From an optimization exercise on the open Yosys and OpenROAD flow, aimed at small area; shortcuts taken in it are not production practice.
RTL that was checked went through simulation tests only; none was proved equivalent to the original.
Function not checked in run 2: the RTL went through the layout flow alone.
Power is estimated from default activity; no workload was simulated.

$ cat design.v
`timescale 1ns/1ps
module cpu_top (
    input  logic       clk_i,
    input  logic       reset,
    input  logic [7:0] instr_i,
    input  logic       data_or_reg_i,   
    input  logic [4:0] address_i,
    input  logic [1:0] byte_sel_i,
    output logic [7:0] value_o
);
    localparam int IW = 23;
    logic       loading;    
    logic       run;        
    logic [8:0] cnt;        
    logic [7:0] b0, b1;     
    logic [3:0] b2;         
    always_ff @(posedge clk_i or posedge reset) begin
        if (reset) begin
            loading <= 1'b0;
            run     <= 1'b0;
            cnt     <= 9'd0;
        end else begin
            if (!loading) begin
                if (instr_i == 8'hFE) begin
                    loading <= 1'b1;
                    cnt     <= 9'd1;
                end
            end else if (!run) begin
                cnt <= cnt + 9'd1;
                if (cnt == 9'd261) run <= 1'b1;
            end
        end
    end
    logic [2:0] opc;
    always_comb begin
        case (b1[6:0])
            7'b0010011: opc = 3'd1;
            7'b0000011: opc = 3'd2;
            7'b0100011: opc = 3'd3;
            7'b0110011: opc = 3'd4;
            default:    opc = 3'd0;
        endcase
    end
    always_ff @(posedge clk_i) begin
        b0 <= instr_i;
        b1 <= b0;
        b2 <= {b1[7], opc};
    end
    logic [31:8] iw;
    logic [IW-1:0] cw;
    logic        is_r, is_i, is_l, is_s;
    logic [1:0]  rop;
    logic        wr, rnz;
    assign iw = {instr_i, b0, b1};
    always_comb begin
        is_i = (b2[2:0] == 3'd1) && (iw[14:12] == 3'b000);
        is_l = (b2[2:0] == 3'd2) && (iw[14:12] == 3'b010);
        is_s = (b2[2:0] == 3'd3) && (iw[14:12] == 3'b010);
        is_r = 1'b0;
        rop  = 2'd0;
        if (b2[2:0] == 3'd4) begin
            case ({iw[31:25], iw[14:12]})
                10'b0000000_000: begin is_r = 1'b1; rop = 2'd0; end
                10'b0100000_000: begin is_r = 1'b1; rop = 2'd1; end
                10'b0000000_110: begin is_r = 1'b1; rop = 2'd2; end
                10'b0000000_111: begin is_r = 1'b1; rop = 2'd3; end
                default: ;
            endcase
        end
        wr  = (is_i | is_l) && (iw[11:8] != 4'd0 || b2[3]);
        rnz = is_r && (iw[11:8] != 4'd0 || b2[3]);
        cw[0]     = !((is_i && wr) || is_s);
        cw[5:1]   = wr ? {iw[11:8], b2[3]} : 5'd0;
        cw[10:6]  = iw[19:15];
        cw[22:18] = wr ? iw[31:27] : iw[24:20];
        cw[17:13] = wr ? iw[26:22] : is_s ? {iw[26:25], iw[11:9]} : rnz ? {iw[11:8], b2[3]} : 5'd0;
        cw[12:11] = wr ? iw[21:20] : is_s ? {iw[8], b2[3]} : rop;
    end
    logic [IW-1:0] h0, h1;
    always_ff @(posedge clk_i) begin
        if (cnt[1:0] == 2'd0) begin
            h0 <= cw;
            h1 <= h0;
        end
    end
    logic [8:0] v;
    logic [6:0] w0, w1;
    logic [2:0] e0, e1;
    logic       inj0, inj1;
    logic [5:0] slot;
    logic [7:0] inj;
    logic [IW-1:0] hsel;
    assign v  = cnt - 9'd5;
    assign w0 = v[8:2];
    assign w1 = w0 - 7'd1;
    assign e0 = {1'b0, v[1:0]};
    assign e1 = {1'b1, v[1:0]};
    always_comb begin
        inj0 = loading && !run && !v[8] && (3'(w0[2:0] * 3'd5) == e0);
        inj1 = loading && !run && (w0 != 7'd0) && !v[8] && (3'(w1[2:0] * 3'd5) == e1);
        slot = inj1 ? 6'(w1[5:0] * 6'd3 + 6'(e1)) : 6'(w0[5:0] * 6'd3 + 6'(e0));
        hsel = inj1 ? h1 : h0;
        for (int m = 0; m < 8; m++) inj[m] = (inj0 | inj1) && (slot[5:3] == 3'(m));
    end
    logic [IW-1:0] ring [64];
    always_ff @(posedge clk_i) begin
        for (int i = 0; i < 64; i++) begin
            if (i % 8 == 0 && inj[i / 8]) ring[i] <= hsel;
            else                          ring[i] <= ring[(i + 63) % 64];
        end
    end
    logic       x_k, x_r, x_s;
    logic [4:0] x_p, x_a, x_q, x_rd;
    logic [11:0] x_y;
    assign {x_y, x_a, x_p, x_k} = ring[0];
    assign x_q  = x_y[11:7];               
    assign x_r  = x_k && (x_p == 5'd0);
    assign x_s  = !x_k && (x_p == 5'd0);
    assign x_rd = x_r ? x_y[6:2] : x_p;    
    logic        wb_we, wb_ld;
    logic [4:0]  wb_rd;
    logic [31:0] wb_alu;
    logic [31:0] regs [32];    
    logic [31:1] rvalid;
    logic [31:0] dmem [32];
    logic [31:0] dvalid;
    function automatic logic [31:0] or3_groups(input logic [31:0] sel, input logic [31:0][31:0] dat);
        logic [31:0] acc, g;
        acc = 32'd0;
        for (int j = 0; j < 11; j++) begin
            g = 32'd0;
            for (int i = 3 * j; i < 3 * j + 3 && i < 32; i++) g = g | ({32{sel[i]}} & dat[i]);
            acc = acc | g;
        end
        or3_groups = acc;
    endfunction
    function automatic logic [31:0] rd_sel(input logic [4:0] a, input logic fwd);
        rd_sel[0] = fwd;
        for (int k = 1; k < 32; k++) rd_sel[k] = !fwd && rvalid[k] && a == 5'(k);
    endfunction
    logic [31:0][31:0] regs_fwd, regs_p, dmem_p;
    always_comb begin
        regs_fwd[0] = wb_alu;
        regs_p[0]   = 32'd0;
        for (int k = 1; k < 32; k++) begin
            regs_fwd[k] = regs[k];
            regs_p[k]   = regs[k];
        end
        for (int k = 0; k < 32; k++) dmem_p[k] = dmem[k];
    end
    logic        fwd_a, fwd_b;
    logic [31:0] op_a, rs2_val, op_b, imm, result;
    always_comb begin
        fwd_a = wb_we && (wb_rd == x_a);
        fwd_b = wb_we && (wb_rd == x_q);
        op_a    = or3_groups(rd_sel(x_a, fwd_a), regs_fwd);
        rs2_val = or3_groups(rd_sel(x_q, fwd_b), regs_fwd);
        imm  = {{20{x_y[11]}}, x_y};
        op_b = x_r ? rs2_val : imm;
        if (x_r) begin
            case (x_y[1:0])
                2'd1:    result = op_a - op_b;
                2'd2:    result = op_a | op_b;
                2'd3:    result = op_a & op_b;
                default: result = op_a + op_b;
            endcase
        end else begin
            result = op_a + op_b;
        end
    end
    logic x_sw;
    assign x_sw = run && x_s;
    always_ff @(posedge clk_i or posedge reset) begin
        if (reset) begin
            wb_we <= 1'b0;
        end else begin
            wb_we <= run && (x_rd != 5'd0);
        end
    end
    always_ff @(posedge clk_i) begin
        wb_ld  <= x_k && !x_r;
        wb_rd  <= x_rd;
        wb_alu <= result;
    end
    logic [4:0] st_addr;
    assign st_addr = result[6:2];
    always_ff @(posedge clk_i) begin
        for (int k = 0; k < 32; k++) begin
            if (x_sw && st_addr == 5'(k)) dmem[k] <= rs2_val;
        end
    end
    always_ff @(posedge clk_i or posedge reset) begin
        if (reset) begin
            dvalid <= '0;
        end else begin
            for (int k = 0; k < 32; k++) begin
                if (x_sw && st_addr == 5'(k)) dvalid[k] <= 1'b1;
            end
        end
    end
    logic [4:0]  ld_addr;
    logic [31:0] wb_data;
    logic [31:0] ld_sel;
    assign ld_addr = wb_alu[6:2];
    always_comb begin
        for (int k = 0; k < 32; k++) ld_sel[k] = wb_ld && dvalid[k] && ld_addr == 5'(k);
        wb_data = or3_groups(ld_sel, dmem_p) | (wb_ld ? 32'd0 : wb_alu);
    end
    always_ff @(posedge clk_i) begin
        for (int k = 1; k < 32; k++) begin
            if (wb_we && wb_rd == 5'(k)) regs[k] <= wb_data;
        end
    end
    always_ff @(posedge clk_i or posedge reset) begin
        if (reset) begin
            rvalid <= '0;
        end else begin
            for (int k = 1; k < 32; k++) begin
                if (wb_we && wb_rd == 5'(k)) rvalid[k] <= 1'b1;
            end
        end
    end
    logic [31:0] ro_word;
    logic [31:0] ro_dsel, ro_rsel;
    always_comb begin
        for (int k = 0; k < 32; k++) begin
            ro_dsel[k] = !data_or_reg_i && dvalid[k] && address_i == 5'(k);
            ro_rsel[k] = (k != 0) && data_or_reg_i && rvalid[k] && address_i == 5'(k);
        end
        ro_word = or3_groups(ro_dsel, dmem_p) | or3_groups(ro_rsel, regs_p);
    end
    assign value_o = ro_word[{byte_sel_i, 3'b000} +: 8];
endmodule
$ cat flow/run.sh
#!/bin/bash
# Layout flow: the standard ORFS flow (standard.sh), with these changes to how
# the layout is made:
#  - synthesis maps logic with an area-oriented ABC script (flow/abc_area.script)
#    instead of ORFS's delay-oriented one; everything else in synthesis is unchanged,
#    so the registers, their names and cell types are those of the standard synthesis;
#  - clock tree synthesis clusters more sinks per buffer and inserts no dummy loads;
#  - after global routing, non-critical cells are downsized (RECOVER_POWER);
#  - antenna repair aims 20% below the antenna ratio limits.
set -euo pipefail
WD=$(pwd)
rm -rf "$WD/scripts_custom"
cp -r "$FLOW_HOME/scripts" "$WD/scripts_custom"
cp "$WD/flow/abc_area.script" "$WD/scripts_custom/abc_speed.script"
sed -i 's/repair_antennas -iterations \$::env(MAX_REPAIR_ANTENNAS_ITER_GRT)/repair_antennas -iterations $::env(MAX_REPAIR_ANTENNAS_ITER_GRT) -ratio_margin 20/' "$WD/scripts_custom/global_route.tcl"
grep -q "ratio_margin 20" "$WD/scripts_custom/global_route.tcl"
CTS="-sink_clustering_enable -repair_clock_nets -sink_clustering_size 20 -sink_clustering_max_diameter 80 -buf_list {sky130_fd_sc_hd__clkbuf_8 sky130_fd_sc_hd__clkbuf_16} -dont_use_dummy_load"
bash "$WD/standard.sh" "SCRIPTS_DIR=$WD/scripts_custom" "CTS_ARGS=$CTS" "RECOVER_POWER=100" finish > "$WD/flow_make.log" 2>&1
$ cat flow/abc_area.script
&get -n
&st
&dch -f
&nf -R 1000 -p -F 8 -C 32
&put
topo
$ cat standard.sh
#!/bin/bash
# synth_recipe.tcl (not shown) runs the flow's synth.tcl, then flattens the netlist and writes it again
# the make line also repeats each setting of config.mk as NAME=value (left out here)
make -C /OpenROAD-flow-scripts/flow DESIGN_CONFIG=/design/flow/config.mk WORK_HOME=/design/flow/orfs CLKGATE_MAP_FILE= SYNTH_SCRIPT=/design/flow/synth_recipe.tcl "${@:-finish}"
$ cat config.mk
export PLATFORM = sky130hd
export DESIGN_NAME = cpu_top
export DESIGN_NICKNAME = cpu_top
export VERILOG_FILES = /design/flow/design.v
export SDC_FILE = /design/flow/constraint.sdc
export NUM_CORES = 8
export LEC_CHECK = 0
export CAP_MARGIN = 20
export CELL_PAD_IN_SITES_DETAIL_PLACEMENT = 0
export CELL_PAD_IN_SITES_GLOBAL_PLACEMENT = 0
export CORE_MARGIN = 2
export CORE_UTILIZATION = 40
export GPL_ROUTABILITY_DRIVEN = 1
export PLACE_DENSITY = 0.55
export SETUP_SLACK_MARGIN = 0.3
export SLEW_MARGIN = 20
$ cat constraint.sdc
create_clock -name core_clock -period 10.0 [get_ports {clk_i}]
set_input_delay 2.0000 -clock core_clock [delete_from_list [all_inputs] [get_ports {clk_i}]]
set_output_delay 2.0000 -clock core_clock [all_outputs]
set_load 0.01 [all_outputs]
==> results of run 1 <==
## state kept, by name (all words and copies together), names as in the netlist
signal	cells
b0	8
b1	8
b2	4
cnt	9
dmem	1024
dvalid	32
h0	23
h1	23
loading	1
regs	992
ring	1472
run	1
rvalid	31
wb_alu	32
wb_ld	1
wb_rd	5
wb_we	1
## worst min path at each step
stage                              end  slack [ns]  depth (start not counted)
after floorplan            ring[10][0]        0.31                          0
after global placement     ring[6][18]        0.31                          0
after detailed placement  ring[43][20]        0.31                          0
after CTS                 ring[22][20]        0.26                          0
after global routing      ring[12][20]        0.27                          0
final                     ring[22][20]        0.27                          0
## power by group
| group | switching [mW] | leakage, nW | internal (mW) |
|---|---|---|---|
| combinational | 3.07 | 11.3 | 1.36 |
| clock | 4.66 | 2.65 | 3.80 |
| sequential | 0.608 | 31.2 | 17.9 |
| total | 8.34 | 45.1 | 23.1 |
## metal layers
| metal | wire length, um | vias to the layer above | share of wire, % | global-route usage [%] |
|---|---|---|---|---|
| met2 | 197000 | 8390 | 41 | 40.5 |
| li1 | - | 35894 | - | - |
| met3 | 71400 | 1640 | 15 | 8.74 |
| met1 | 176000 | 44736 | 37 | 38.2 |
| met4 | 36300 | 10 | 7.6 | 18.0 |
| met5 | 110 | - | 0.023 | 0.253 |
## per-stage QoR
stage	power, mW	std cells
6_report	31.4	12673
5_1_grt	32.7	12668
4_1_cts	31.6	12651
3_5_place_dp	23.3	12436
3_3_place_gp	23.2	12436
2_1_floorplan	21.2	7833
## synthesized netlist by cell type (all sizes together) (8+ instances only)
master / n
nor2b: 26
nand2: 251
or3: 9
nor4: 21
a21oi: 232
o211ai: 13
a211oi: 9
and4: 17
nor3b: 8
nor3: 57
o21ai: 156
and3: 57
or2: 65
edfxtp: 2062
nand2b: 13
nor2: 259
a21o: 11
nand4: 323
a22o: 26
dfrtp: 75
a2111o: 8
a31oi: 33
o31ai: 14
a222oi: 1533
dfxtp: 1530
and2: 14
xor2: 22
a22oi: 75
nand3: 68
xnor2: 72
ha: 123
mux2i: 23
a221o: 13
a221oi: 167
clkinv: 176
o21a: 32
and4b: 163
nor4b: 32
## area by class of cell
cell class	count	area, um2
inverter	176	662
fill	27498	173000
multi-input combinational	3990	32500
tap	4160	5200
clock buffer	215	5380
sequential	3667	94400
antenna	16	40.0
timing repair buffer	449	3500
## cells by family after synthesis
group	count (synthesis)	share of synthesized area (%)
buffers and inverters	176	0.522
multiplexers	28	0.226
AND/OR/NAND/NOR	1395	6.37
AO/OA/AOI/OAI	2346	16.4
XOR/XNOR	94	0.650
flip-flops	3667	74.6
adder cells (fa/ha/maj)	127	1.28
## cells in the final DEF, fill, tap and decap left out, types with 16 or more instances in the layout
master / count
edfxtp_1: 2062
a222oi_1: 1533
dfxtp_1: 1527
nand4_1: 323
buf_4: 276
nand2_1: 250
a21oi_1: 231
clkbuf_16: 215
nor2_1: 188
clkinv_1: 175
a221oi_1: 167
and4b_1: 162
o21ai_0: 145
ha_1: 123
clkbuf_1: 87
a22oi_1: 75
dfrtp_1: 75
xnor2_1: 72
nand3_1: 68
or2_0: 65
nor2_4: 54
and3_1: 50
buf_12: 37
a31oi_1: 33
o21a_1: 32
nor3_2: 30
nor4b_2: 28
nor3_1: 26
a22o_1: 26
nor2b_1: 25
xor2_1: 22
mux2i_1: 22
clkbuf_2: 22
nor2_2: 17
diode_2: 16
and4_1: 16
## critical path, cell delays in order
cell	delay, ns
dlygate4sd3_1	0.65
nand2b_1	0.29
nor3_1	0.45
nand2_1	0.53
nor2_2	1.01
clkbuf_1	0.36
a222oi_1	0.12
and4b_1	0.36
nand4_1	0.16
a221oi_1	0.13
nand2_1	0.23
o21ai_0	0.08
o21ai_0	0.71
buf_4	0.25
clkdlybuf4s50_1	0.53
==> results.ini, run 1 <==
[outcome]
outcome = finished with violations
failed_checks = max-capacitance violations, max-slew violations

[sta]
finalCriticalPeriod_ns = 9.88
setup-violations-final = 0
slew_viol_final = 2608
post-route-period-util_pct = 98.8
finalSetupTns_ns = 0
tightest_slew_ns = 4.10
rsz0062_at_grt = no
hold_violations = 0
fmax_ghz = 0.101
relSlewSlack_pct = -173
holdWs_ns = 0.271
skew_ns = 0.110
setup_ws_ns = 0.119

[pwr]
leakagePower_nw = 45.1
power.density_nw_per_um2 = 222
ir_worst_vdd_uv = 440

[clock_tree]
cts_resized = 0
post-cts-setup-buffers = 0
numCtsBuffers = 215
clock_latency_ns = 0.96
cts.reportedPaths.clkPinSlew_ns = 0.08
cts.sinks = 3667
cts_max_level = 4
cts_buffer_depth = 4
ctsRootBufferMaster = clkbuf_16
cts_hold_buffers = 0
cts_tree = built

[floorplan]
core_area_um2 = 315000
start_util_pct = 40.2
rows = 206
io_pins = 26
die_w_um = 567
die_area_um2 = 321000
die_h_um = 567

[synthesis]
syn_inst = 7833
synth_edf_count = 2062
syn_avg_cell_area_um2 = 16.2
ys_ff_latch = 3667
yosys.area.top_type = edfxtp_1
ys_top_cells_by_area = edfxtp_1 49%, dfxtp_1 24%, a222oi_1 12%
yosysTopAreaCellShare_pct = 48.9
synth_fp_nets = 7978
syn_area_um2 = 127000
synth_seq_area_share_pct = 74.6
yosys_warnings = 5
ys_async_sr_fraction_pct = 2.05
synth.distinct_cells = 57
synth_flop_cell = edfxtp_1

[worst_setup_path]
crit_path_end = value_o[3]
arrival_ns = 7.88
ff2ff_setup_slack_ns = 0.45
critPathLaunch = address_i[0]
critPathKind = primary input to output pin
rr_endpoint = wb_alu[25]
r2r-start = ring[0][19]
endpoint_kind = output pin
reg2reg_depth = 30
cp-start-kind = primary input
worstPathMaxFanout = 12
required_ns = 8.00

[cells_and_area]
fin_util_pct = 45.0
final_area_um2 = 142000
nNetsFinal = 8644
final_layout_size_suffix_gt1_share_pct = 8.54
syn_to_final_growth_pct = 11.9

[drt]
totalWireLength_um = 480000
firstDrtPassIters = 17
vias = 90670
dr.first_iter.drc_count = 27304
drc_errors = 0
wl_per_cell_um = 37.9
routed_via_density = 7.15
drtAntennaViolNets = 0

[run]
drv_cap = 81

[grt]
grt_pass1_wl_um = 661000
grt_max_degree = 65
grtUsageTotal_pct = 28.6
grt_overflow = 0
antenna_found_initial = 40
first_global_vias = 86595

[placed_design]
io_buffers = 25
gp_congestion = 0.957
pre_cts_ws_ns = 0.672
postPlaceCellArea_um2 = 137000
dpl.hpwl_um = 290000

[worst_hold_path]
holdCritStartpoint = ring[21][20]
hold_class = flop to flop

==> run 2: changes to the inputs <==
--- a/design.v
+++ b/design.v
@@ -124,37 +124,17 @@
     logic [31:1] rvalid;
     logic [31:0] dmem [32];
     logic [31:0] dvalid;
-    function automatic logic [31:0] or3_groups(input logic [31:0] sel, input logic [31:0][31:0] dat);
-        logic [31:0] acc, g;
-        acc = 32'd0;
-        for (int j = 0; j < 11; j++) begin
-            g = 32'd0;
-            for (int i = 3 * j; i < 3 * j + 3 && i < 32; i++) g = g | ({32{sel[i]}} & dat[i]);
-            acc = acc | g;
-        end
-        or3_groups = acc;
-    endfunction
-    function automatic logic [31:0] rd_sel(input logic [4:0] a, input logic fwd);
-        rd_sel[0] = fwd;
-        for (int k = 1; k < 32; k++) rd_sel[k] = !fwd && rvalid[k] && a == 5'(k);
-    endfunction
-    logic [31:0][31:0] regs_fwd, regs_p, dmem_p;
-    always_comb begin
-        regs_fwd[0] = wb_alu;
-        regs_p[0]   = 32'd0;
-        for (int k = 1; k < 32; k++) begin
-            regs_fwd[k] = regs[k];
-            regs_p[k]   = regs[k];
-        end
-        for (int k = 0; k < 32; k++) dmem_p[k] = dmem[k];
-    end
     logic        fwd_a, fwd_b;
     logic [31:0] op_a, rs2_val, op_b, imm, result;
     always_comb begin
         fwd_a = wb_we && (wb_rd == x_a);
         fwd_b = wb_we && (wb_rd == x_q);
-        op_a    = or3_groups(rd_sel(x_a, fwd_a), regs_fwd);
-        rs2_val = or3_groups(rd_sel(x_q, fwd_b), regs_fwd);
+        op_a    = fwd_a ? wb_alu : 32'd0;
+        rs2_val = fwd_b ? wb_alu : 32'd0;
+        for (int k = 1; k < 32; k++) begin
+            op_a    = op_a    | ({32{!fwd_a && rvalid[k] && x_a == 5'(k)}} & regs[k]);
+            rs2_val = rs2_val | ({32{!fwd_b && rvalid[k] && x_q == 5'(k)}} & regs[k]);
+        end
         imm  = {{20{x_y[11]}}, x_y};
         op_b = x_r ? rs2_val : imm;
         if (x_r) begin
@@ -200,11 +180,12 @@
     end
     logic [4:0]  ld_addr;
     logic [31:0] wb_data;
-    logic [31:0] ld_sel;
     assign ld_addr = wb_alu[6:2];
     always_comb begin
-        for (int k = 0; k < 32; k++) ld_sel[k] = wb_ld && dvalid[k] && ld_addr == 5'(k);
-        wb_data = or3_groups(ld_sel, dmem_p) | (wb_ld ? 32'd0 : wb_alu);
+        wb_data = wb_ld ? 32'd0 : wb_alu;
+        for (int k = 0; k < 32; k++) begin
+            wb_data = wb_data | ({32{wb_ld && dvalid[k] && ld_addr == 5'(k)}} & dmem[k]);
+        end
     end
     always_ff @(posedge clk_i) begin
         for (int k = 1; k < 32; k++) begin
@@ -221,13 +202,14 @@
         end
     end
     logic [31:0] ro_word;
-    logic [31:0] ro_dsel, ro_rsel;
-    always_comb begin
+    always_comb begin
+        ro_word = 32'd0;
         for (int k = 0; k < 32; k++) begin
-            ro_dsel[k] = !data_or_reg_i && dvalid[k] && address_i == 5'(k);
-            ro_rsel[k] = (k != 0) && data_or_reg_i && rvalid[k] && address_i == 5'(k);
-        end
-        ro_word = or3_groups(ro_dsel, dmem_p) | or3_groups(ro_rsel, regs_p);
+            ro_word = ro_word | ({32{!data_or_reg_i && dvalid[k] && address_i == 5'(k)}} & dmem[k]);
+        end
+        for (int k = 1; k < 32; k++) begin
+            ro_word = ro_word | ({32{data_or_reg_i && rvalid[k] && address_i == 5'(k)}} & regs[k]);
+        end
     end
     assign value_o = ro_word[{byte_sel_i, 3'b000} +: 8];
 endmodule
==> flow/run.sh (replaced) <==
#!/bin/bash
# Layout flow: the standard ORFS flow, with two changes to how the layout is made:
#  - synthesis maps logic with an area-oriented ABC script (flow/abc_area.script)
#    instead of ORFS's delay-oriented one; everything else in synthesis is unchanged,
#    so the registers, their names and cell types are those of the standard synthesis;
#  - clock tree synthesis clusters more sinks per buffer and inserts no dummy loads.
set -euo pipefail
WD=$(pwd)
rm -rf "$WD/scripts_custom"
cp -r "$FLOW_HOME/scripts" "$WD/scripts_custom"
cp "$WD/flow/abc_area.script" "$WD/scripts_custom/abc_speed.script"
CTS="-sink_clustering_enable -repair_clock_nets -sink_clustering_size 20 -sink_clustering_max_diameter 80 -buf_list {sky130_fd_sc_hd__clkbuf_8 sky130_fd_sc_hd__clkbuf_16} -dont_use_dummy_load"
bash "$WD/standard.sh" "SCRIPTS_DIR=$WD/scripts_custom" "CTS_ARGS=$CTS" finish > "$WD/flow_make.log" 2>&1
==> flow/abc_area.script (replaced) <==
&get -n
&st
&syn2
&dch -f
&nf -R 1000 -p -F 8 -C 32
&put
topo
--- a/config.mk
+++ b/config.mk
@@ -12,5 +12,4 @@
 export CORE_UTILIZATION = 40
 export GPL_ROUTABILITY_DRIVEN = 1
 export PLACE_DENSITY = 0.55
-export SETUP_SLACK_MARGIN = 0.3
 export SLEW_MARGIN = 20
==> run 2 against run 1 <==
Net effect: the layout fails its checks (negative setup slack); register-to-register slack improved by 0.39 ns; area after synthesis rose by 1.5%; first-iteration DRC count increased by 4.0%; clock-buffer cell count rose by 18; utilization grew 0.89 points; sequential share of layout area fell by 2.4 points; global-route usage rose by 17 points; total power is 4.7% lower; critical path depth fell by 2; sequential cell count is the same; cell area increased by 3.7%; largest power group unchanged; highest routed layer unchanged.
==> results.ini, run 2 <==
[cells_and_area]
nNetsFinal = 9613  ; +11%
fillers = 28044  ; +2.0%
top_register = ring
fin_util_pct = 45.9  ; +0.89 points
final_layout_size_suffix_gt1_share_pct = 12.2  ; +3.7 points
top_regs = ring: 1472 flops, dmem: 1024 flops, regs: 992 flops
final_cell_mix = 2062 x edfxtp_1, 1529 x dfxtp_1, 1054 x a22oi_1
syn_to_final_growth_pct = 14.3
largest_register_ffs = 1472  ; unchanged
final_common_cell = edfxtp_1

[synthesis]
synthAdderAreaFrac_pct = 1.26  ; -0.019 points
syn_inst = 8580  ; +9.5%
synth_edf_count = 2062  ; unchanged
yosys.area.top_type = edfxtp_1
yosys_warnings = 4  ; -1
synthMuxAreaShare_pct = 0.270  ; +0.043 points
synth_fp_nets = 8725  ; +9.4%
syn_avg_cell_area_um2 = 15.0  ; -7.3%
synth.distinct_cells = 58  ; +1.8%
yosys.area_share.simple_pct = 7.65  ; +1.3 points
synthMostInstantiatedCell = edfxtp_1
ys_async_sr_fraction_pct = 2.05  ; unchanged
synth_flop_cell = edfxtp_1
yosysTopAreaCellShare_pct = 48.2  ; -0.74 points
ys_top_cells_by_area = edfxtp_1 48%, dfxtp_1 24%, a22oi_1 6.2%
synth_top_family_by_area = compound AO/OA/AOI/OAI gates
syn_area_um2 = 129000  ; +1.5%
synth_xor_area_share_pct = 0.627  ; -0.023 points
ys_ff_latch = 3667  ; unchanged
synthTopCellsByCount = 2062 x edfxtp_1, 1530 x dfxtp_1, 1054 x a22oi_1
synth_seq_area_share_pct = 73.4  ; -1.1 points
synth_compound_area_share_pct = 16.4  ; -0.044 points

[clock_tree]
cts.reportedPaths.clkPinSlew_ns = 0.07  ; about the same
post-cts-setup-buffers = 0  ; unchanged
cts.sinks = 3667  ; unchanged
cts_resized = 0  ; unchanged
cts_tree = built
cts_max_level = 4  ; unchanged
cts_buffer_depth = 4  ; unchanged
clock_latency_ns = 0.99  ; +0.03 ns
numCtsBuffers = 233  ; +8.4%
cts_hold_buffers = 0  ; unchanged
ctsRootBufferMaster = clkbuf_16

[placed_design]
gp_congestion = 1.17  ; +22%
io_buffers = 25  ; unchanged
dpl.hpwl_um = 546000  ; +88%

[sta]
rsz0062_at_grt = no
finalCriticalPeriod_ns = 10.15  ; +0.271 ns
fmax_ghz = 0.0985  ; -2.7%
relSlewSlack_pct = 7.99  ; +180 points
post-route-period-util_pct = 102  ; +2.7 points
skew_ns = 0.138  ; +0.0286 ns
tightest_slew_ns = 1.38  ; -2.72 ns
hold_violations = 0  ; unchanged
setup_ws_ns = -0.152  ; -0.271 ns
slew_viol_final = 0  ; -100%
setup-violations-final = 3  ; +3

[floorplan]
die_w_um = 571  ; +0.76%
rows = 208  ; +0.97%
die_area_um2 = 326000  ; +1.5%
io_pins = 26  ; unchanged
core_area_um2 = 320000  ; +1.7%
start_util_pct = 40.1  ; -0.069 points
die_h_um = 571  ; +0.76%

[drt]
drc_errors = 0  ; unchanged
drtAntennaViolNets = 0  ; unchanged
firstDrtPassIters = 19  ; +2
wl_per_cell_um = 55.6  ; +47%
vias = 106533  ; +17%
routed_via_density = 7.69  ; +7.5%
dr.first_iter.drc_count = 28407  ; +4.0%
totalWireLength_um = 770000  ; +60%

[pwr]
leakagePower_nw = 49.5  ; +9.8%
power.density_nw_per_um2 = 204  ; -8.1%
finalPower_mw = 29.9  ; -4.7%
ir_worst_vdd_uv = 260  ; -41%

[grt]
antenna_found_initial = 100  ; +150%
first_global_vias = 94726  ; +9.4%
met1_usage_pct = 56.2  ; +18 points
met2_usage_pct = 61.4  ; +21 points
grtUsageTotal_pct = 45.7  ; +17 points
grt_pass1_wl_um = 975000  ; +48%
grt_max_degree = 47  ; -28%
met3_usage_pct = 28.0  ; +19 points
grt-busiest-layer = met2
grt_overflow = 0  ; unchanged

[worst_setup_path]
critPathLaunch = address_i[1]
critPathKind = primary input to output pin
endpoint_kind = output pin
arrival_ns = 8.15  ; +0.27 ns
cp-start-kind = primary input
r2r-start = ring[0][19]
required_ns = 8.00  ; about the same
worstPathMaxFanout = 17  ; +5

[worst_hold_path]
holdCritStartpoint = ring[1][1]
hold_class = flop to flop

[outcome]
failed_checks = negative setup slack
outcome = finished with violations

[run]
drv_cap = 0  ; -100%

run 2: through the flow:
stage	TNS [ns]	instance area, um2	setup slack (ns)	cells	hold slack [ns]
global route	0	147000	0.0548	13782	0.262
CTS	0	147000	0.361	13760	0.268
floorplan	0	129000	2.08	8580	0.310
global placement	-0.0286	141000	-0.0286	13516	0.310
finish	-0.284	147000	-0.152	13857	0.273
detailed placement	0	141000	0.368	13527	0.312
run 2: critical path: stages:
cell             delay [ns]
clkdlybuf4s50_1        0.65
nor2b_1                0.96
nor2b_1                0.58
and3_2                 1.10
buf_4                  0.31
a222oi_1               0.16
buf_2                  0.29
nand4_1                0.09
or4_1                  0.12
nor4_1                 0.05
o32ai_1                0.92
buf_4                  0.28
clkdlybuf4s50_1        0.54
run 2: cells by family (layout without fill, tap and decap cells):
family / count (synthesis) / in the layout
mux: 34 / 34
buf+inv: 144 / 1030
other cells: 0 / 86
compound gates: 2636 / 2636
xor+xnor: 92 / 92
simple gates: 1880 / 1880
fa+ha+maj: 127 / 127
flops: 3667 / 3667
run 2: power breakdown:
| group | internal (mW) | switching, mW |
|---|---|---|
| clock | 4.10 | 5.03 |
| sequential | 17.7 | 0.533 |
| combinational | 0.928 | 1.62 |
| total | 22.7 | 7.18 |
run 2: path summary, 6_finish.rpt:
check	end	slack, ns	cells after the start
worst max-delay path	value_o[2]	-0.15	13
worst max register to register	dmem[27][4]	0.84	23
worst min register to register	ring[2][1]	0.27	0
worst min-delay path	ring[2][1]	0.27	0
max in group asynchronous	dvalid[15]	7.19	3
min in group asynchronous	rvalid[20]	1.46	2
run 2: routing by layer:
layer  part of all wire, %  up-vias
li1                      -    37946
met1                    36    53590
met2                    39    11960
met3                    18     2967
met4                   6.9       70
met5                  0.34        -
run 2: area by class of cell:
| type | instances | area (um2) | area share [%] |
|---|---|---|---|
| Antenna cell | 86 | 215 | 0.146 |
| Clock buffer | 233 | 5830 | 3.97 |
| Inverter | 144 | 542 | 0.368 |
| Multi-Input combinational cell | 4769 | 34600 | 23.6 |
| Sequential cell | 3667 | 94400 | 64.2 |
| Tap cell | 4305 | 5390 | 3.66 |
| Timing Repair Buffer | 653 | 5990 | 4.08 |
==> run 3: changes to the inputs <==
--- a/design.v
+++ b/design.v
@@ -121,32 +121,76 @@
     logic [4:0]  wb_rd;
     logic [31:0] wb_alu;
     logic [31:0] regs [32];    
-    logic [31:1] rvalid;
     logic [31:0] dmem [32];
-    logic [31:0] dvalid;
+    function automatic logic [31:0] or3_groups(input logic [31:0] sel, input logic [31:0][31:0] dat);
+        logic [31:0] acc, g;
+        acc = 32'd0;
+        for (int j = 0; j < 11; j++) begin
+            g = 32'd0;
+            for (int i = 3 * j; i < 3 * j + 3 && i < 32; i++) g = g | ({32{sel[i]}} & dat[i]);
+            acc = acc | g;
+        end
+        or3_groups = acc;
+    endfunction
+    function automatic logic [31:0] rd_sel(input logic [4:0] a, input logic fwd, input logic en);
+        rd_sel[0] = fwd;
+        for (int k = 1; k < 32; k++) rd_sel[k] = en && !fwd && a == 5'(k);
+    endfunction
+    logic [31:0][31:0] regs_fwd, regs_p, dmem_p;
+    always_comb begin
+        regs_fwd[0] = wb_alu;
+        regs_p[0]   = 32'd0;
+        for (int k = 1; k < 32; k++) begin
+            regs_fwd[k] = regs[k];
+            regs_p[k]   = regs[k];
+        end
+        for (int k = 0; k < 32; k++) dmem_p[k] = dmem[k];
+    end
+    function automatic logic [31:0] add32(input logic [31:0] a, input logic [31:0] b, input logic cin);
+        logic [31:0] g0, p0, gf, gx;
+        logic [31:0] gl [6];
+        logic [31:0] pl [6];
+        g0 = a & b;
+        p0 = a ^ b;
+        gl[0] = g0;
+        pl[0] = p0;
+        gl[0][0] = g0[0] | (p0[0] & cin);
+        for (int l = 1; l <= 5; l++) begin
+            gl[l] = gl[l-1];
+            pl[l] = pl[l-1];
+            for (int i = 0; i < 32; i++) begin
+                if (((i + 1) % (1 << l)) == 0) begin
+                    gl[l][i] = gl[l-1][i] | (pl[l-1][i] & gl[l-1][i - (1 << (l-1))]);
+                    pl[l][i] = pl[l-1][i] & pl[l-1][i - (1 << (l-1))];
+                end
+            end
+        end
+        gf = gl[5];
+        for (int l = 4; l >= 1; l--) begin
+            for (int i = 0; i < 32; i++) begin
+                if (((i + 1) % (1 << l)) == (1 << (l-1)) && i >= (1 << l))
+                    gf[i] = gf[i] | (pl[l-1][i] & gf[i - (1 << (l-1))]);
+            end
+        end
+        gx = gf;
+        for (int i = 2; i < 32; i += 2) gx[i] = g0[i] | (p0[i] & gf[i-1]);
+        add32 = p0 ^ {gx[30:0], cin};
+    endfunction
     logic        fwd_a, fwd_b;
-    logic [31:0] op_a, rs2_val, op_b, imm, result;
+    logic [31:0] op_a, rs2_val, op_b, imm, result, sum;
+    logic        alu_sub;
     always_comb begin
         fwd_a = wb_we && (wb_rd == x_a);
         fwd_b = wb_we && (wb_rd == x_q);
-        op_a    = fwd_a ? wb_alu : 32'd0;
-        rs2_val = fwd_b ? wb_alu : 32'd0;
-        for (int k = 1; k < 32; k++) begin
-            op_a    = op_a    | ({32{!fwd_a && rvalid[k] && x_a == 5'(k)}} & regs[k]);
-            rs2_val = rs2_val | ({32{!fwd_b && rvalid[k] && x_q == 5'(k)}} & regs[k]);
-        end
+        op_a    = or3_groups(rd_sel(x_a, fwd_a, 1'b1), regs_fwd);
+        rs2_val = or3_groups(rd_sel(x_q, fwd_b, !clr), regs_fwd);   
         imm  = {{20{x_y[11]}}, x_y};
         op_b = x_r ? rs2_val : imm;
-        if (x_r) begin
-            case (x_y[1:0])
-                2'd1:    result = op_a - op_b;
-                2'd2:    result = op_a | op_b;
-                2'd3:    result = op_a & op_b;
-                default: result = op_a + op_b;
-            endcase
-        end else begin
-            result = op_a + op_b;
-        end
+        alu_sub = x_r && (x_y[1:0] == 2'd1);
+        sum     = add32(op_a, op_b ^ {32{alu_sub}}, alu_sub);
+        if (x_r && x_y[1:0] == 2'd2)      result = op_a | op_b;
+        else if (x_r && x_y[1:0] == 2'd3) result = op_a & op_b;
+        else                              result = sum;
     end
     logic x_sw;
     assign x_sw = run && x_s;
@@ -162,54 +206,39 @@
         wb_rd  <= x_rd;
         wb_alu <= result;
     end
+    logic clr;
+    always_ff @(posedge clk_i or posedge reset) begin
+        if (reset) clr <= 1'b1;
+        else       clr <= 1'b0;
+    end
     logic [4:0] st_addr;
     assign st_addr = result[6:2];
     always_ff @(posedge clk_i) begin
         for (int k = 0; k < 32; k++) begin
-            if (x_sw && st_addr == 5'(k)) dmem[k] <= rs2_val;
-        end
-    end
-    always_ff @(posedge clk_i or posedge reset) begin
-        if (reset) begin
-            dvalid <= '0;
-        end else begin
-            for (int k = 0; k < 32; k++) begin
-                if (x_sw && st_addr == 5'(k)) dvalid[k] <= 1'b1;
-            end
+            if (clr || (x_sw && st_addr == 5'(k))) dmem[k] <= rs2_val;
         end
     end
     logic [4:0]  ld_addr;
     logic [31:0] wb_data;
+    logic [31:0] ld_sel;
     assign ld_addr = wb_alu[6:2];
     always_comb begin
-        wb_data = wb_ld ? 32'd0 : wb_alu;
+        for (int k = 0; k < 32; k++) ld_sel[k] = !clr && wb_ld && ld_addr == 5'(k);
+        wb_data = or3_groups(ld_sel, dmem_p) | ((wb_ld || clr) ? 32'd0 : wb_alu);
+    end
+    always_ff @(posedge clk_i) begin
+        for (int k = 1; k < 32; k++) begin
+            if (clr || (wb_we && wb_rd == 5'(k))) regs[k] <= wb_data;
+        end
+    end
+    logic [31:0] ro_word;
+    logic [31:0] ro_dsel, ro_rsel;
+    always_comb begin
         for (int k = 0; k < 32; k++) begin
-            wb_data = wb_data | ({32{wb_ld && dvalid[k] && ld_addr == 5'(k)}} & dmem[k]);
-        end
-    end
-    always_ff @(posedge clk_i) begin
-        for (int k = 1; k < 32; k++) begin
-            if (wb_we && wb_rd == 5'(k)) regs[k] <= wb_data;
-        end
-    end
-    always_ff @(posedge clk_i or posedge reset) begin
-        if (reset) begin
-            rvalid <= '0;
-        end else begin
-            for (int k = 1; k < 32; k++) begin
-                if (wb_we && wb_rd == 5'(k)) rvalid[k] <= 1'b1;
-            end
-        end
-    end
-    logic [31:0] ro_word;
-    always_comb begin
-        ro_word = 32'd0;
-        for (int k = 0; k < 32; k++) begin
-            ro_word = ro_word | ({32{!data_or_reg_i && dvalid[k] && address_i == 5'(k)}} & dmem[k]);
-        end
-        for (int k = 1; k < 32; k++) begin
-            ro_word = ro_word | ({32{data_or_reg_i && rvalid[k] && address_i == 5'(k)}} & regs[k]);
-        end
+            ro_dsel[k] = !clr && !data_or_reg_i && address_i == 5'(k);
+            ro_rsel[k] = (k != 0) && !clr && data_or_reg_i && address_i == 5'(k);
+        end
+        ro_word = or3_groups(ro_dsel, dmem_p) | or3_groups(ro_rsel, regs_p);
     end
     assign value_o = ro_word[{byte_sel_i, 3'b000} +: 8];
 endmodule
==> flow/run.sh (replaced) <==
#!/bin/bash
# Layout flow: the standard ORFS flow (standard.sh), with these changes to how
# the layout is made:
#  - synthesis maps logic with an area-oriented ABC script (flow/abc_area.script)
#    instead of ORFS's delay-oriented one; everything else in synthesis is unchanged,
#    so the registers, their names and cell types are those of the standard synthesis;
#  - clock tree synthesis clusters more sinks per buffer and inserts no dummy loads;
#  - after global routing, non-critical cells are downsized (RECOVER_POWER);
#  - antenna repair aims 20% below the antenna ratio limits;
#  - the port buffers are buf_2 cells rather than the delay cells ORFS picks by default.
set -euo pipefail
WD=$(pwd)
rm -rf "$WD/scripts_custom"
cp -r "$FLOW_HOME/scripts" "$WD/scripts_custom"
cp "$WD/flow/abc_area.script" "$WD/scripts_custom/abc_speed.script"
sed -i 's/repair_antennas -iterations \$::env(MAX_REPAIR_ANTENNAS_ITER_GRT)/repair_antennas -iterations $::env(MAX_REPAIR_ANTENNAS_ITER_GRT) -ratio_margin 20/' "$WD/scripts_custom/global_route.tcl"
grep -q "ratio_margin 20" "$WD/scripts_custom/global_route.tcl"
CTS="-sink_clustering_enable -repair_clock_nets -sink_clustering_size 20 -sink_clustering_max_diameter 80 -buf_list {sky130_fd_sc_hd__clkbuf_8 sky130_fd_sc_hd__clkbuf_16} -dont_use_dummy_load"
bash "$WD/standard.sh" "SCRIPTS_DIR=$WD/scripts_custom" "CTS_ARGS=$CTS" "RECOVER_POWER=100" "BUFFER_PORTS_ARGS=-buffer_cell sky130_fd_sc_hd__buf_2" finish > "$WD/flow_make.log" 2>&1
==> flow/abc_area.script (replaced) <==
&get -n
&st
&dch -f
&nf -R 50 -p -F 8 -C 32
&put
topo
--- a/config.mk
+++ b/config.mk
@@ -12,4 +12,5 @@
 export CORE_UTILIZATION = 40
 export GPL_ROUTABILITY_DRIVEN = 1
 export PLACE_DENSITY = 0.55
+export SETUP_SLACK_MARGIN = 0.2
 export SLEW_MARGIN = 20
==> run 3 against run 2 <==
Net effect: the layout fails its checks (max-capacitance violations, max-slew violations); utilization decreased by 0.92 points; clock power decreased by 9.0%; clock skew increased by 0.0040 ns; register-to-register slack got worse by 0.43 ns; sequential share of layout area increased by 3.3 points; area after synthesis decreased by 4.3%; total power increased by 7.0%; highest routed layer unchanged.
==> results.ini, run 3 <==
[placed_design]
io_buffers = 25  ; unchanged
gp_congestion = 1.00  ; -14%
pre_cts_ws_ns = 0.756  ; +0.388 ns
dpl.hpwl_um = 297000  ; -46%
dp_cells = 11746  ; -13%
postPlaceCellArea_um2 = 133000  ; -5.7%

[synthesis]
yosysTopAreaCellShare_pct = 50.3  ; +2.1 points
yosys_warnings = 6  ; +2
yosys.area.top_type = edfxtp_1
ys_top_cells_by_area = edfxtp_1 50%, dfxtp_1 25%, a222oi_1 13%
synthMostInstantiatedCell = edfxtp_1
syn_inst = 7180  ; -16%
syn_area_um2 = 123000  ; -4.3%
syn_avg_cell_area_um2 = 17.1  ; +14%
synthTopCellsByCount = 2062 x edfxtp_1, 1564 x a222oi_1, 1530 x dfxtp_1
ys_ff_latch = 3605  ; -1.7%
synth.distinct_cells = 56  ; -3.4%
synth_flop_cell = edfxtp_1
synth_fp_nets = 7272  ; -17%
synth_edf_count = 2062  ; unchanged
synth_seq_area_share_pct = 75.4  ; +2.0 points
ys_async_sr_fraction_pct = 0.361  ; -1.7 points

[cells_and_area]
top_regs = ring: 1472 flops, dmem: 1024 flops, regs: 992 flops
nNetsFinal = 7954  ; -17%
largest_register_ffs = 1472  ; unchanged
top_register = ring
layout.cells.non_filler = 11981  ; -14%
final_common_cell = edfxtp_1
final_cell_mix = 2062 x edfxtp_1, 1564 x a222oi_1, 1529 x dfxtp_1
syn_to_final_growth_pct = 11.8
final_area_um2 = 138000  ; -6.4%
final_layout_size_suffix_gt1_share_pct = 9.55  ; -2.7 points

[sta]
slew_viol_final = 2186  ; +2186
relSlewSlack_pct = -141  ; -150 points
tightest_slew_ns = 3.61  ; +2.23 ns
hold_violations = 0  ; unchanged
finalCriticalPeriod_ns = 9.83  ; -0.325 ns
holdWs_ns = 0.269  ; -0.00479 ns
setup_ws_ns = 0.173  ; +0.325 ns
skew_ns = 0.142  ; +0.00401 ns
finalSetupTns_ns = 0  ; +0.284 ns
fmax_ghz = 0.102  ; +3.3%
rsz0062_at_grt = no
setup-violations-final = 0  ; -3
post-route-period-util_pct = 98.3  ; -3.2 points

[worst_hold_path]
holdCritStartpoint = ring[5][14]
hold_end = ring[6][14]
hold_class = flop to flop
min_path_cells = 0  ; unchanged

[drt]
routed_via_density = 7.09  ; -7.8%
wl_per_cell_um = 39.4  ; -29%
totalWireLength_um = 472000  ; -39%
dr.first_iter.drc_count = 24280  ; -15%
drc_errors = 0  ; unchanged
vias = 84905  ; -20%
firstDrtPassIters = 22  ; +3
drtAntennaViolNets = 0  ; unchanged

[clock_tree]
ctsRootBufferMaster = clkbuf_16
cts.sinks = 3605  ; -1.7%
cts_max_level = 4  ; unchanged
cts_buffer_depth = 4  ; unchanged
numCtsBuffers = 212  ; -9.0%
clock_latency_ns = 0.94  ; -0.05 ns
cts.reportedPaths.clkPinSlew_ns = 0.08  ; about the same
post-cts-setup-buffers = 0  ; unchanged
cts_tree = built
cts_hold_buffers = 0  ; unchanged

[worst_setup_path]
cp-start-kind = flop
r2r-start = ring[0][18]
arrival_ns = 7.83  ; -0.32 ns
reg2reg_depth = 29  ; +26%
required_ns = 8.00  ; about the same
endpoint_kind = output pin
rr_endpoint = wb_alu[31]
critPathKind = flop to output pin
ff2ff_setup_slack_ns = 0.41  ; -0.43 ns
worstPathMaxFanout = 50  ; +33

[grt]
antenna_found_initial = 44  ; -56%
grtUsageTotal_pct = 29.2  ; -17 points
grt_pass1_wl_um = 642000  ; -34%
grt_max_degree = 51  ; +8.5%
first_global_vias = 79858  ; -16%
grt_overflow = 0  ; unchanged

[outcome]
outcome = finished with violations
failed_checks = max-capacitance violations, max-slew violations

[floorplan]
die_w_um = 559  ; -2.1%
core_area_um2 = 306000  ; -4.5%
die_h_um = 559  ; -2.1%
start_util_pct = 40.2  ; +0.090 points
rows = 203  ; -2.4%
die_area_um2 = 312000  ; -4.2%
io_pins = 26  ; unchanged

[pwr]
leakagePower_nw = 46.8  ; -5.6%
ir_worst_vdd_uv = 180  ; -31%
power.density_nw_per_um2 = 233  ; +14%

[run]
drv_cap = 71  ; +71

[run 3: changes by cell type after synthesis, moves of 166 or more]
cell | previous run | this run
a21oi_1 | 279 | 85
and3_1 | 180 | 14
a222oi_1 | 746 | 1564
mux2_1 | 5 | 218
a22oi_1 | 1054 | 53
nand2_1 | 526 | 190
[run 3: final cells by class]
cell class / instances / area [um2]
fill: 26537 / 168000
antenna: 21 / 52.6
multi-input combinational: 3512 / 30900
clock buffer: 212 / 5310
inverter: 63 / 236
tap: 4100 / 5130
sequential: 3605 / 92900
timing repair buffer: 468 / 3180
[run 3: worst max-delay path by stage]
stage             endpoint           from  slack (ns)  depth (start not counted)
2_1_floorplan   wb_alu[31]          wb_we        0.27                         29
5_1_grt        dmem[26][5]       wb_rd[2]        0.18                         24
6_report        value_o[3]            clr        0.17                         16
3_3_place_gp    value_o[3]  data_or_reg_i        0.64                         16
3_5_place_dp    value_o[3]  data_or_reg_i        0.76                         16
4_1_cts         value_o[3]            clr        0.42                         16
[run 3: kinds of logic after synthesis]
family / Yosys count / synth area share, %
and+or+nand+nor: 1087 / 5.31
other: 1 / 0.00305
DFF: 3605 / 75.4
muxes: 223 / 2.03
adders and majority gates: 74 / 0.862
buffers and inverters: 63 / 0.192
xor gates and xnor gates: 76 / 0.541
AOI/OAI and AO/OA: 2051 / 15.6
[run 3: report_power, final]
group / internal (mW) / total, mW / switching [mW] / leakage [nW]
clock network: 3.75 / 8.31 / 4.57 / 2.61
logic: 1.08 / 3.98 / 2.90 / 10.4
registers: 18.4 / 19.7 / 1.28 / 33.7
total: 23.3 / 32.0 / 8.75 / 46.8
[run 3: repair_timing]
item / CTS / global route
setup endpoints to repair: 1 / 1
gates resized for setup: 1 / 1
hold endpoints to repair: 0 / 0
[run 3: per-layer routing]
metal	up-vias	GRT usage (%)	routed length, um
li1	33777	-	-
met1	42425	38.5	173000
met2	7294	43.2	201000
met3	1387	7.40	62400
met4	22	17.9	35800
met5	-	0.0772	152
[run 3: metrics by stage]
stage          power, mW  utilization, %
3_3_place_gp        23.9            43.4
2_1_floorplan       21.5               -
6_report            32.0            45.0
4_1_cts             32.1            45.1
3_5_place_dp        23.9            43.4
5_1_grt             33.1            45.0
[run 3: critical path, stage by stage, from the launching register on]
cell	delay, ns
dfstp_4	0.91
buf_4	0.63
nand2b_2	0.57
or2_0	0.17
buf_4	0.26
nor2_1	0.09
clkbuf_2	0.71
a222oi_1	0.69
nand4_1	0.34
and4b_1	0.55
nand4_1	0.15
a221oi_1	0.91
nand3_1	0.21
o211ai_1	0.15
o21ai_0	0.15
buf_4	0.18
buf_2	0.13

static timing again, ports no longer ideal:
In the flow no input, the clock included, has a driving cell. The finished layouts below were timed again as built, in two steps.
Step 1, drivers: a clkbuf_16 drives clk_i and a buf_2 each remaining input, both assumed.
Step 2 adds t to the input delays and takes it off the output delays; t is the mean of the earliest and latest rising clock arrival at the registers after step 1. Input paths then give back, and output paths get back, about the clock's delay inside the block.
a / b / c = ideal ports / drivers / drivers and shift; a / b = the first two.
run | t (ns) | slack for setup (ns) | worst setup path at the end | worst data-port slew with drivers (ns)
run 1 | 0.992 | 0.119 / 0.005 / 0.005 | input to output | 0.19
run 2 | 1.027 | -0.152 / -0.272 / -0.272 | input to output | 0.12
run 3 | 0.972 | 0.173 / 0.071 / 0.413 | register to register | 0.17
For run 2, which loses most, drivers alone change the setup slack by -0.120 ns; drivers and shift together by -0.120 ns.
